This design comes from an exercise in tuning for a short achievable clock period and few clock cycles on the open sky130 flow, not from production work. The RTL was checked by simulation tests, not by an equivalence proof against the original design. Power and IR drop assume default switching activity.

==> design/flow/flow/run.sh <==
#!/bin/bash
# Layout flow: the standard flow (standard synthesis, floorplan, placement, CTS,
# routing) with timing repair aimed at a tighter setup margin, resizing not held to
# the cell footprint, and full-strength port buffers. The constraints are the design's.
set -euo pipefail
bash standard.sh \
  SETUP_SLACK_MARGIN=7.6 \
  TNS_END_PERCENT=100 \
  MATCH_CELL_FOOTPRINT=0 \
  "BUFFER_PORTS_ARGS=-buffer_cell sky130_fd_sc_hd__buf_4" \
  finish > standard_flow.log 2>&1
==> design/flow/standard.sh <==
#!/bin/bash
# synth_recipe.tcl (not shown) runs the flow's synth.tcl, then flattens the netlist and writes it again
# the make line also repeats each setting of config.mk as NAME=value (left out here)
make -C /OpenROAD-flow-scripts/flow DESIGN_CONFIG=/design/flow/config.mk WORK_HOME=/design/flow/orfs CLKGATE_MAP_FILE= SYNTH_SCRIPT=/design/flow/synth_recipe.tcl "${@:-finish}"
==> design/flow/config.mk <==
export PLATFORM = sky130hd
export DESIGN_NAME = rv_core
export DESIGN_NICKNAME = rv_core
export VERILOG_FILES = /design/flow/design.v
export SDC_FILE = /design/flow/constraint.sdc
export NUM_CORES = 4
export LEC_CHECK = 0
export ABC_CLOCK_PERIOD_IN_PS = 3000
export CAP_MARGIN = 20
export CORE_MARGIN = 2
export CORE_UTILIZATION = 30
export SETUP_SLACK_MARGIN = 5
export SLEW_MARGIN = 20
==> design/flow/constraint.sdc <==
create_clock -name core_clock -period 11.0 [get_ports {clk}]
set_input_delay 2.2000 -clock core_clock [delete_from_list [all_inputs] [get_ports {clk}]]
set_output_delay 2.2000 -clock core_clock [all_outputs]
set_load 0.01 [all_outputs]
==> design/flow/design.v <==
package rv_isa_pkg;
  localparam int XLEN     = 32;
  localparam int OPCODE_W = 7;
  localparam int FUNCT3_W = 3;
  localparam int FUNCT7_W = 7;
  typedef logic [OPCODE_W-1:0] opcode_t;
  typedef logic [FUNCT3_W-1:0] funct3_t;
  typedef logic [FUNCT7_W-1:0] funct7_t;
  localparam opcode_t OP_LOAD   = 7'b00_000_11;
  localparam opcode_t OP_STORE  = 7'b01_000_11;
  localparam opcode_t OP_BRANCH = 7'b11_000_11;
  localparam opcode_t OP_JALR   = 7'b11_001_11;
  localparam opcode_t OP_JAL    = 7'b11_011_11;
  localparam opcode_t OP_IMM    = 7'b00_100_11;
  localparam opcode_t OP_REG    = 7'b01_100_11;
  localparam opcode_t OP_SYSTEM = 7'b11_100_11;
  localparam opcode_t OP_AUIPC  = 7'b00_101_11;
  localparam opcode_t OP_LUI    = 7'b01_101_11;
  localparam funct3_t F3_BEQ  = 3'b000;
  localparam funct3_t F3_BNE  = 3'b001;
  localparam funct3_t F3_BLT  = 3'b100;
  localparam funct3_t F3_BGE  = 3'b101;
  localparam funct3_t F3_BLTU = 3'b110;
  localparam funct3_t F3_BGEU = 3'b111;
  localparam funct3_t F3_B  = 3'b000;
  localparam funct3_t F3_H  = 3'b001;
  localparam funct3_t F3_W  = 3'b010;
  localparam funct3_t F3_BU = 3'b100;
  localparam funct3_t F3_HU = 3'b101;
  localparam funct3_t F3_ADD  = 3'b000;
  localparam funct3_t F3_SLL  = 3'b001;
  localparam funct3_t F3_SLT  = 3'b010;
  localparam funct3_t F3_SLTU = 3'b011;
  localparam funct3_t F3_XOR  = 3'b100;
  localparam funct3_t F3_SR   = 3'b101;
  localparam funct3_t F3_OR   = 3'b110;
  localparam funct3_t F3_AND  = 3'b111;
  localparam funct7_t FUNCT7_ALT = 7'b0100000;  
  localparam logic [XLEN-1:0] INSN_ECALL = 32'h0000_0073;
endpackage
package rv_core_pkg;
  localparam int NUM_REGS = 32;
  typedef logic [31:0] word_t;
  typedef logic [4:0]  reg_addr_t;
  typedef logic [3:0]  strb_t;      
endpackage
`timescale 1ns/1ps
module rv_decoder (
  input  rv_core_pkg::word_t     insn,
  output rv_core_pkg::reg_addr_t rs1,
  output rv_core_pkg::reg_addr_t rs2,
  output rv_core_pkg::reg_addr_t rd,
  output rv_core_pkg::word_t     imm,        
  output rv_core_pkg::word_t     imm_b,
  output rv_core_pkg::word_t     imm_j,
  output rv_core_pkg::word_t     imm_u,
  output logic      use_rs1,
  output logic      use_rs2,
  output logic      use_imm,
  output logic      reg_we,       
  output logic      is_arith,     
  output logic      is_pre,       
  output logic      is_load,
  output logic      is_store,
  output logic      is_branch,
  output logic      is_jal,
  output logic      is_jalr,
  output logic      is_lui,
  output logic      is_auipc,
  output logic      is_ecall,
  output logic      alt           
);
  rv_isa_pkg::opcode_t opcode;
  logic                is_op, is_opimm, writes;
  assign opcode = insn[6:0];
  assign rd     = insn[11:7];
  assign rs1    = insn[19:15];
  assign rs2    = insn[24:20];
  assign is_load   = (opcode == rv_isa_pkg::OP_LOAD);
  assign is_store  = (opcode == rv_isa_pkg::OP_STORE);
  assign is_branch = (opcode == rv_isa_pkg::OP_BRANCH);
  assign is_jal    = (opcode == rv_isa_pkg::OP_JAL);
  assign is_jalr   = (opcode == rv_isa_pkg::OP_JALR);
  assign is_lui    = (opcode == rv_isa_pkg::OP_LUI);
  assign is_auipc  = (opcode == rv_isa_pkg::OP_AUIPC);
  assign is_ecall  = (insn == rv_isa_pkg::INSN_ECALL);
  assign is_op     = (opcode == rv_isa_pkg::OP_REG);
  assign is_opimm  = (opcode == rv_isa_pkg::OP_IMM);
  assign is_arith = is_op | is_opimm;
  assign is_pre   = is_lui | is_auipc | is_jal | is_jalr;
  assign alt      = insn[30] & (is_op | (is_opimm & insn[14:12] == rv_isa_pkg::F3_SR));
  assign use_rs1 = is_op | is_opimm | is_load | is_store | is_branch | is_jalr;
  assign use_rs2 = is_op | is_store | is_branch;
  assign use_imm = ~(is_op | is_branch);
  assign writes = is_op | is_opimm | is_load | is_jal | is_jalr | is_lui | is_auipc;
  assign reg_we = writes & (rd != 5'd0);
  assign imm   = is_store ? {{20{insn[31]}}, insn[31:25], insn[11:7]}
                          : {{20{insn[31]}}, insn[31:20]};
  assign imm_b = {{20{insn[31]}}, insn[7], insn[30:25], insn[11:8], 1'b0};
  assign imm_j = {{12{insn[31]}}, insn[19:12], insn[20], insn[30:21], 1'b0};
  assign imm_u = {insn[31:12], 12'b0};
endmodule
`timescale 1ns/1ps
module rv_reg_file (
  input  logic      clk,
  input  logic      rst,
  input  logic      we,
  input  rv_core_pkg::reg_addr_t rd,
  input  rv_core_pkg::word_t     rd_data,
  input  rv_core_pkg::reg_addr_t rs1,
  input  rv_core_pkg::reg_addr_t rs2,
  output rv_core_pkg::word_t     rs1_data,
  output rv_core_pkg::word_t     rs2_data
);
  rv_core_pkg::word_t regs [1:31];
  always_comb begin
    rs1_data = '0;
    rs2_data = '0;
    for (int i = 1; i < rv_core_pkg::NUM_REGS; i++) begin
      rs1_data = rs1_data | (regs[i] & {32{rs1 == 5'(i)}});
      rs2_data = rs2_data | (regs[i] & {32{rs2 == 5'(i)}});
    end
  end
  for (genvar i = 1; i < rv_core_pkg::NUM_REGS; i++) begin : g_reg
    always_ff @(posedge clk) begin
      if (rst) begin
        regs[i] <= '0;
      end else if (we && rd == 5'(i)) begin
        regs[i] <= rd_data;
      end
    end
  end
endmodule
`timescale 1ns/1ps
module rv_alu (
  input  rv_core_pkg::word_t   a,
  input  rv_core_pkg::word_t   b,         
  input  logic [10:0] rsel,      
  input  rv_core_pkg::word_t   pre,       
  input  logic [5:0]  bsel,      
  output rv_core_pkg::word_t   sum,       
  output rv_core_pkg::word_t   result,
  output logic    br_cond
);
  rv_core_pkg::word_t diff, sll, srl, sra;
  logic [4:0] shamt;
  logic       eq, lt, ltu;
  assign sum   = a + b;
  assign diff  = a - b;
  assign shamt = b[4:0];
  assign eq    = (a == b);
  assign ltu   = a < b;
  assign lt    = (a[31] ^ b[31]) ? a[31] : ltu;
  assign sll   = a << shamt;
  assign srl   = a >> shamt;
  assign sra   = rv_core_pkg::word_t'($signed(a) >>> shamt);
  assign result = ({32{rsel[0]}}  & sum) |
                  ({32{rsel[1]}}  & diff) |
                  ({32{rsel[2]}}  & sll) |
                  ({32{rsel[3]}}  & {31'b0, lt}) |
                  ({32{rsel[4]}}  & {31'b0, ltu}) |
                  ({32{rsel[5]}}  & (a ^ b)) |
                  ({32{rsel[6]}}  & srl) |
                  ({32{rsel[7]}}  & sra) |
                  ({32{rsel[8]}}  & (a | b)) |
                  ({32{rsel[9]}}  & (a & b)) |
                  ({32{rsel[10]}} & pre);
  assign br_cond = (bsel[0] & eq) | (bsel[1] & !eq) | (bsel[2] & lt) | (bsel[3] & !lt) |
                   (bsel[4] & ltu) | (bsel[5] & !ltu);
endmodule
`timescale 1ns/1ps
module rv_lsu (
  input  rv_core_pkg::word_t   rs2,
  input  rv_isa_pkg::funct3_t st_funct3,
  input  logic [1:0] st_offset,
  input  logic    is_store,
  output rv_core_pkg::word_t   st_data,
  output rv_core_pkg::strb_t   st_we,
  input  rv_core_pkg::word_t   ld_word,
  input  rv_isa_pkg::funct3_t ld_funct3,
  input  logic [1:0] ld_offset,
  output rv_core_pkg::word_t   ld_data
);
  always_comb begin
    case (st_funct3[1:0])
      2'b00:   st_data = {4{rs2[7:0]}};
      2'b01:   st_data = {2{rs2[15:0]}};
      default: st_data = rs2;
    endcase
  end
  always_comb begin
    st_we = '0;
    if (is_store) begin
      case (st_funct3[1:0])
        2'b00:   st_we = rv_core_pkg::strb_t'(4'b0001) << st_offset;
        2'b01:   st_we = rv_core_pkg::strb_t'(4'b0011) << st_offset;
        default: st_we = 4'b1111;
      endcase
    end
  end
  rv_core_pkg::word_t sh;
  assign sh = ld_word >> {ld_offset, 3'b000};
  always_comb begin
    case (ld_funct3)
      3'b000:  ld_data = {{24{sh[7]}}, sh[7:0]};
      3'b001:  ld_data = {{16{sh[15]}}, sh[15:0]};
      3'b100:  ld_data = {24'b0, sh[7:0]};
      3'b101:  ld_data = {16'b0, sh[15:0]};
      default: ld_data = sh;
    endcase
  end
endmodule
`timescale 1ns/1ps
module rv_commit (
  input  logic    clk,
  input  logic    rst,
  input  logic    redirect_x,
  input  rv_core_pkg::word_t   target_x,
  input  logic    redirect_f,
  input  rv_core_pkg::word_t   target_f,
  input  logic    stall,
  output rv_core_pkg::word_t   pc
);
  always_ff @(posedge clk) begin
    if (rst) begin
      pc <= '0;
    end else if (redirect_x) begin
      pc <= target_x;
    end else if (stall) begin
      pc <= pc;
    end else if (redirect_f) begin
      pc <= target_f;
    end else begin
      pc <= pc + 32'd4;
    end
  end
endmodule
`timescale 1ns/1ps
module rv_core (
  input  logic  clk,
  input  logic  rst,
  output rv_core_pkg::word_t pc_to_imem,
  input  rv_core_pkg::word_t insn_from_imem,
  output rv_core_pkg::word_t addr_to_dmem,
  input  rv_core_pkg::word_t load_data_from_dmem,
  output rv_core_pkg::word_t store_data_to_dmem,
  output rv_core_pkg::strb_t store_we_to_dmem,
  output logic  halt
);
  logic rst_q;
  always_ff @(posedge clk) rst_q <= rst;
  logic halt_q;
  rv_core_pkg::word_t pc;
  logic               redirect_x, redirect_f, stall;
  rv_core_pkg::word_t target_x, target_f;
  rv_commit u_pc (
    .clk        (clk),
    .rst        (rst_q),
    .redirect_x (redirect_x),
    .target_x   (target_x),
    .redirect_f (redirect_f),
    .target_f   (target_f),
    .stall      (stall),
    .pc         (pc)
  );
  assign pc_to_imem = pc;
  rv_core_pkg::reg_addr_t f_rs1, f_rs2, f_rd;
  rv_core_pkg::word_t     f_imm, f_imm_b, f_imm_j, f_imm_u;
  logic f_use_rs1, f_use_rs2, f_use_imm, f_we, f_is_arith, f_is_pre, f_is_load, f_is_store;
  logic f_is_branch, f_is_jal, f_is_jalr, f_is_lui, f_is_auipc, f_is_ecall, f_alt;
  rv_decoder u_dec (
    .insn      (insn_from_imem),
    .rs1       (f_rs1),
    .rs2       (f_rs2),
    .rd        (f_rd),
    .imm       (f_imm),
    .imm_b     (f_imm_b),
    .imm_j     (f_imm_j),
    .imm_u     (f_imm_u),
    .use_rs1   (f_use_rs1),
    .use_rs2   (f_use_rs2),
    .use_imm   (f_use_imm),
    .reg_we    (f_we),
    .is_arith  (f_is_arith),
    .is_pre    (f_is_pre),
    .is_load   (f_is_load),
    .is_store  (f_is_store),
    .is_branch (f_is_branch),
    .is_jal    (f_is_jal),
    .is_jalr   (f_is_jalr),
    .is_lui    (f_is_lui),
    .is_auipc  (f_is_auipc),
    .is_ecall  (f_is_ecall),
    .alt       (f_alt)
  );
  logic                   w_we;
  rv_core_pkg::reg_addr_t w_rd;
  rv_core_pkg::word_t     w_res;
  rv_core_pkg::word_t     w2_res;
  rv_core_pkg::word_t f_ra, f_rb;
  rv_reg_file u_rf (
    .clk      (clk),
    .rst      (rst_q),
    .we       (w_we),
    .rd       (w_rd),
    .rd_data  (w_res),
    .rs1      (f_rs1),
    .rs2      (f_rs2),
    .rs1_data (f_ra),
    .rs2_data (f_rb)
  );
  rv_core_pkg::word_t f_link, f_tgt_b, f_tgt_j, f_tgt_u, f_pre;
  assign f_link  = pc + 32'd4;
  assign f_tgt_b = pc + f_imm_b;
  assign f_tgt_j = pc + f_imm_j;
  assign f_tgt_u = pc + f_imm_u;
  assign f_pre   = f_is_lui ? f_imm_u : f_is_auipc ? f_tgt_u : f_link;
  logic                   x_v, x_we;
  logic                   x_is_load, x_is_store, x_is_jalr, x_is_ecall;
  rv_core_pkg::reg_addr_t x_rd;
  rv_isa_pkg::funct3_t    x_f3;
  rv_core_pkg::word_t     x_ra, x_rb, x_bi, x_tgt, x_pre_val;
  logic [3:0]             x_sa, x_sb, x_si;  
  logic [10:0]            x_rsel;
  logic [5:0]             x_bsel;
  logic                   m_we, m_is_load;
  rv_core_pkg::reg_addr_t m_rd;
  rv_isa_pkg::funct3_t    m_f3;
  rv_core_pkg::word_t     m_res, m_sdata;
  rv_core_pkg::strb_t     m_strb;
  assign stall = x_is_load && x_we &&
                 ((f_use_rs1 && f_rs1 == x_rd) || (f_use_rs2 && f_rs2 == x_rd));
  logic f_same, f_br_taken, f_br_open;
  rv_isa_pkg::funct3_t f_f3;
  assign f_f3       = insn_from_imem[14:12];
  assign f_same     = (f_rs1 == f_rs2);
  assign f_br_taken = f_is_branch && f_same && (f_f3 == 3'b000 || f_f3 == 3'b101 || f_f3 == 3'b111);
  assign f_br_open  = f_is_branch && !f_same;
  assign redirect_f = f_is_jal || f_br_taken;
  assign target_f   = f_is_jal ? f_tgt_j : f_tgt_b;
  logic [10:0] f_rsel;
  logic        f_addr;
  assign f_addr = f_is_load || f_is_store;
  always_comb begin
    f_rsel = '0;
    if (f_is_pre) begin
      f_rsel[10] = 1'b1;
    end else if (f_addr) begin
      f_rsel[0] = 1'b1;
    end else if (f_is_arith) begin
      case (f_f3)
        3'b000:  f_rsel[f_alt ? 1 : 0] = 1'b1;
        3'b001:  f_rsel[2] = 1'b1;
        3'b010:  f_rsel[3] = 1'b1;
        3'b011:  f_rsel[4] = 1'b1;
        3'b100:  f_rsel[5] = 1'b1;
        3'b101:  f_rsel[f_alt ? 7 : 6] = 1'b1;
        3'b110:  f_rsel[8] = 1'b1;
        default: f_rsel[9] = 1'b1;
      endcase
    end
  end
  logic [5:0] f_bsel;
  always_comb begin
    f_bsel = '0;
    if (f_br_open) begin
      case (f_f3)
        3'b000:  f_bsel[0] = 1'b1;
        3'b001:  f_bsel[1] = 1'b1;
        3'b100:  f_bsel[2] = 1'b1;
        3'b101:  f_bsel[3] = 1'b1;
        3'b110:  f_bsel[4] = 1'b1;
        3'b111:  f_bsel[5] = 1'b1;
        default: ;
      endcase
    end
  end
  logic f_go;  
  assign f_go = !stall && !redirect_x && !halt_q;
  logic f_am, f_aw, f_aw2, f_bm, f_bw, f_bw2;
  assign f_am  = x_we && x_rd == f_rs1;
  assign f_aw  = m_we && m_rd == f_rs1;
  assign f_aw2 = w_we && w_rd == f_rs1;
  assign f_bm  = x_we && x_rd == f_rs2;
  assign f_bw  = m_we && m_rd == f_rs2;
  assign f_bw2 = w_we && w_rd == f_rs2;
  always_ff @(posedge clk) begin
    if (rst_q) begin
      x_v        <= 1'b0;
      x_we       <= 1'b0;
      x_is_load  <= 1'b0;
      x_is_store <= 1'b0;
      x_bsel     <= '0;
      x_is_jalr  <= 1'b0;
      x_is_ecall <= 1'b0;
    end else begin
      x_v         <= f_go;
      x_we        <= f_go && f_we;
      x_is_load   <= f_go && f_is_load;
      x_is_store  <= f_go && f_is_store;
      x_bsel      <= f_go ? f_bsel : 6'b0;
      x_is_jalr   <= f_go && f_is_jalr;
      x_is_ecall  <= f_go && f_is_ecall;
    end
  end
  always_ff @(posedge clk) begin
    x_rd      <= f_rd;
    x_f3      <= f_f3;
    x_rsel    <= f_rsel;
    x_ra      <= f_ra;
    x_rb      <= f_rb;
    x_bi      <= f_use_imm ? f_imm : f_rb;
    x_tgt     <= f_tgt_b;
    x_pre_val <= f_pre;
    x_sa      <= {f_aw2 && !f_aw && !f_am, f_aw && !f_am, f_am, !(f_am || f_aw || f_aw2)};
    x_sb      <= {f_bw2 && !f_bw && !f_bm, f_bw && !f_bm, f_bm, !(f_bm || f_bw || f_bw2)};
    x_si      <= f_use_imm ? 4'b0001 :
                 {f_bw2 && !f_bw && !f_bm, f_bw && !f_bm, f_bm, !(f_bm || f_bw || f_bw2)};
  end
  rv_core_pkg::word_t x_a, x_rs2, x_b, x_sum, x_alu, x_res;
  logic               x_br;
  assign x_a   = ({32{x_sa[0]}} & x_ra) | ({32{x_sa[1]}} & m_res) |
                 ({32{x_sa[2]}} & w_res) | ({32{x_sa[3]}} & w2_res);
  assign x_rs2 = ({32{x_sb[0]}} & x_rb) | ({32{x_sb[1]}} & m_res) |
                 ({32{x_sb[2]}} & w_res) | ({32{x_sb[3]}} & w2_res);
  assign x_b   = ({32{x_si[0]}} & x_bi) | ({32{x_si[1]}} & m_res) |
                 ({32{x_si[2]}} & w_res) | ({32{x_si[3]}} & w2_res);
  rv_alu u_alu (
    .a       (x_a),
    .b       (x_b),
    .rsel    (x_rsel),
    .pre     (x_pre_val),
    .bsel    (x_bsel),
    .sum     (x_sum),
    .result  (x_alu),
    .br_cond (x_br)
  );
  assign x_res      = x_alu;
  assign redirect_x = x_br || x_is_jalr || x_is_ecall;
  assign target_x   = x_is_jalr ? {x_sum[31:1], 1'b0} : x_tgt;
  rv_core_pkg::word_t x_sdata;
  rv_core_pkg::strb_t x_strb;
  rv_core_pkg::word_t l_data;
  rv_lsu u_lsu (
    .rs2       (x_rs2),
    .st_funct3 (x_f3),
    .st_offset (x_sum[1:0]),
    .is_store  (x_is_store),
    .st_data   (x_sdata),
    .st_we     (x_strb),
    .ld_word   (load_data_from_dmem),
    .ld_funct3 (m_f3),
    .ld_offset (m_res[1:0]),
    .ld_data   (l_data)
  );
  always_ff @(posedge clk) begin
    if (rst_q) begin
      m_we      <= 1'b0;
      m_is_load <= 1'b0;
      m_strb    <= '0;
      halt_q    <= 1'b0;
    end else begin
      m_we      <= x_we;
      m_is_load <= x_is_load;
      m_strb    <= x_strb;
      halt_q    <= halt_q || x_is_ecall;
    end
  end
  always_ff @(posedge clk) begin
    m_rd    <= x_rd;
    m_f3    <= x_f3;
    m_res   <= x_res;
    m_sdata <= x_sdata;
  end
  assign addr_to_dmem       = m_res;
  assign store_data_to_dmem = m_sdata;
  assign store_we_to_dmem   = m_strb;
  assign halt               = halt_q;
  always_ff @(posedge clk) begin
    if (rst_q) begin
      w_we <= 1'b0;
    end else begin
      w_we <= m_we;
    end
  end
  always_ff @(posedge clk) begin
    w_rd   <= m_rd;
    w_res  <= m_is_load ? l_data : m_res;
    w2_res <= w_res;
  end
endmodule
==> run notes <==
layer usage:
metal,overflow,global-route usage (%)
met1,1,43.9
met2,4,53.3
met3,0,26.6
met4,0,37.5
met5,0,13.0
worst max path at each step:
stage / end / slack [ns] / cells after the start
2_1_floorplan: u_pc.pc[29] / 6.57 / 11
3_3_place_gp: u_pc.pc[29] / 5.46 / 13
3_5_place_dp: u_pc.pc[26] / 5.49 / 9
4_1_cts: u_pc.pc[30] / 6.99 / 12
power by group through the flow:
stage	logic, mW	clock network (mW)	registers, mW
2_1_floorplan	0.731	0	5.24
3_3_place_gp	1.13	0	5.29
3_5_place_dp	1.13	0	5.29
4_1_cts	1.50	5.47	5.16
logic make-up after synthesis:
family	Yosys count	share of synthesized area [%]
compound gates	3141	28.8
mux	211	2.96
buf+inv	1024	5.43
flops	1376	38.2
simple gates	3449	20.0
xor+xnor	154	1.87
fa+ha+maj	157	2.77
repair_timing:
action | CTS
pin swaps | 300
gates resized for setup | 1295
buffers inserted | 490
endpoints found under the setup margin | 342
cloned | 82
==> results.yml <==
clocking:
  cts_buffers: 153
  cts_sinks: 1376
  cts.path.max_buffers: 3
  hold_buffers: 0
  h-tree-depth: 4
  cts_root_buffer: "clkbuf_16"
floorplan:
  ioPinCount: 167
  die_h_um: 494
  start_util_pct: 30.1
  rows: 180
  die_x_um: 494
placed_design:
  hpwl_mm: 263
  placed_cells: 12200
  gp_congestion: 1.02
  placed_area_mm2: 0.0783
  portBuffers: 166
  place_ws_ns: 5.49
logic_synthesis:
  syn_nets: 9735
  synth-edff-count: 0
  yosysSeqAreaShare_pct: 38.2
  ys_ff_latch: 1376
  ys_top_cells_by_count: "2377 x nand2_1, 1376 x dfxtp_1, 1252 x a21oi_1"
  yosysMostFrequentCell: "nand2_1"
  synth_area_leaders: "dfxtp_1 38%, nand2_1 12%, a21oi_1 8.7%, a22oi_1 8.0%, clkbuf_1 4.0%"
  avgSynthCellArea_um2: 7.59
  syn_inst: 9512
  syn_area_mm2: 0.0722
  yosysTopAreaCellShare_pct: 38.2
  yosys_warnings: 5
  ys_async_sr_fraction_pct: 0
  synth_top_cell_by_area: "dfxtp_1"
  ys.flop_type: "dfxtp_1"
  yosysUniqueCellTypes: 85
global_routing:
  grt.total_usage_pct: 41.1
  grt_start_max_net_pins: 203
  grt.overflow.total: 5
outcome:
  failing_step: "global routing"
  status: "aborted with a tool error"
  tool.error: "[ERROR GRT-0232] Routing congestion too high. Check the congestion heatmap in the GUI."
Testbench counts, summed over its fixed seeds: cycles 26,894.
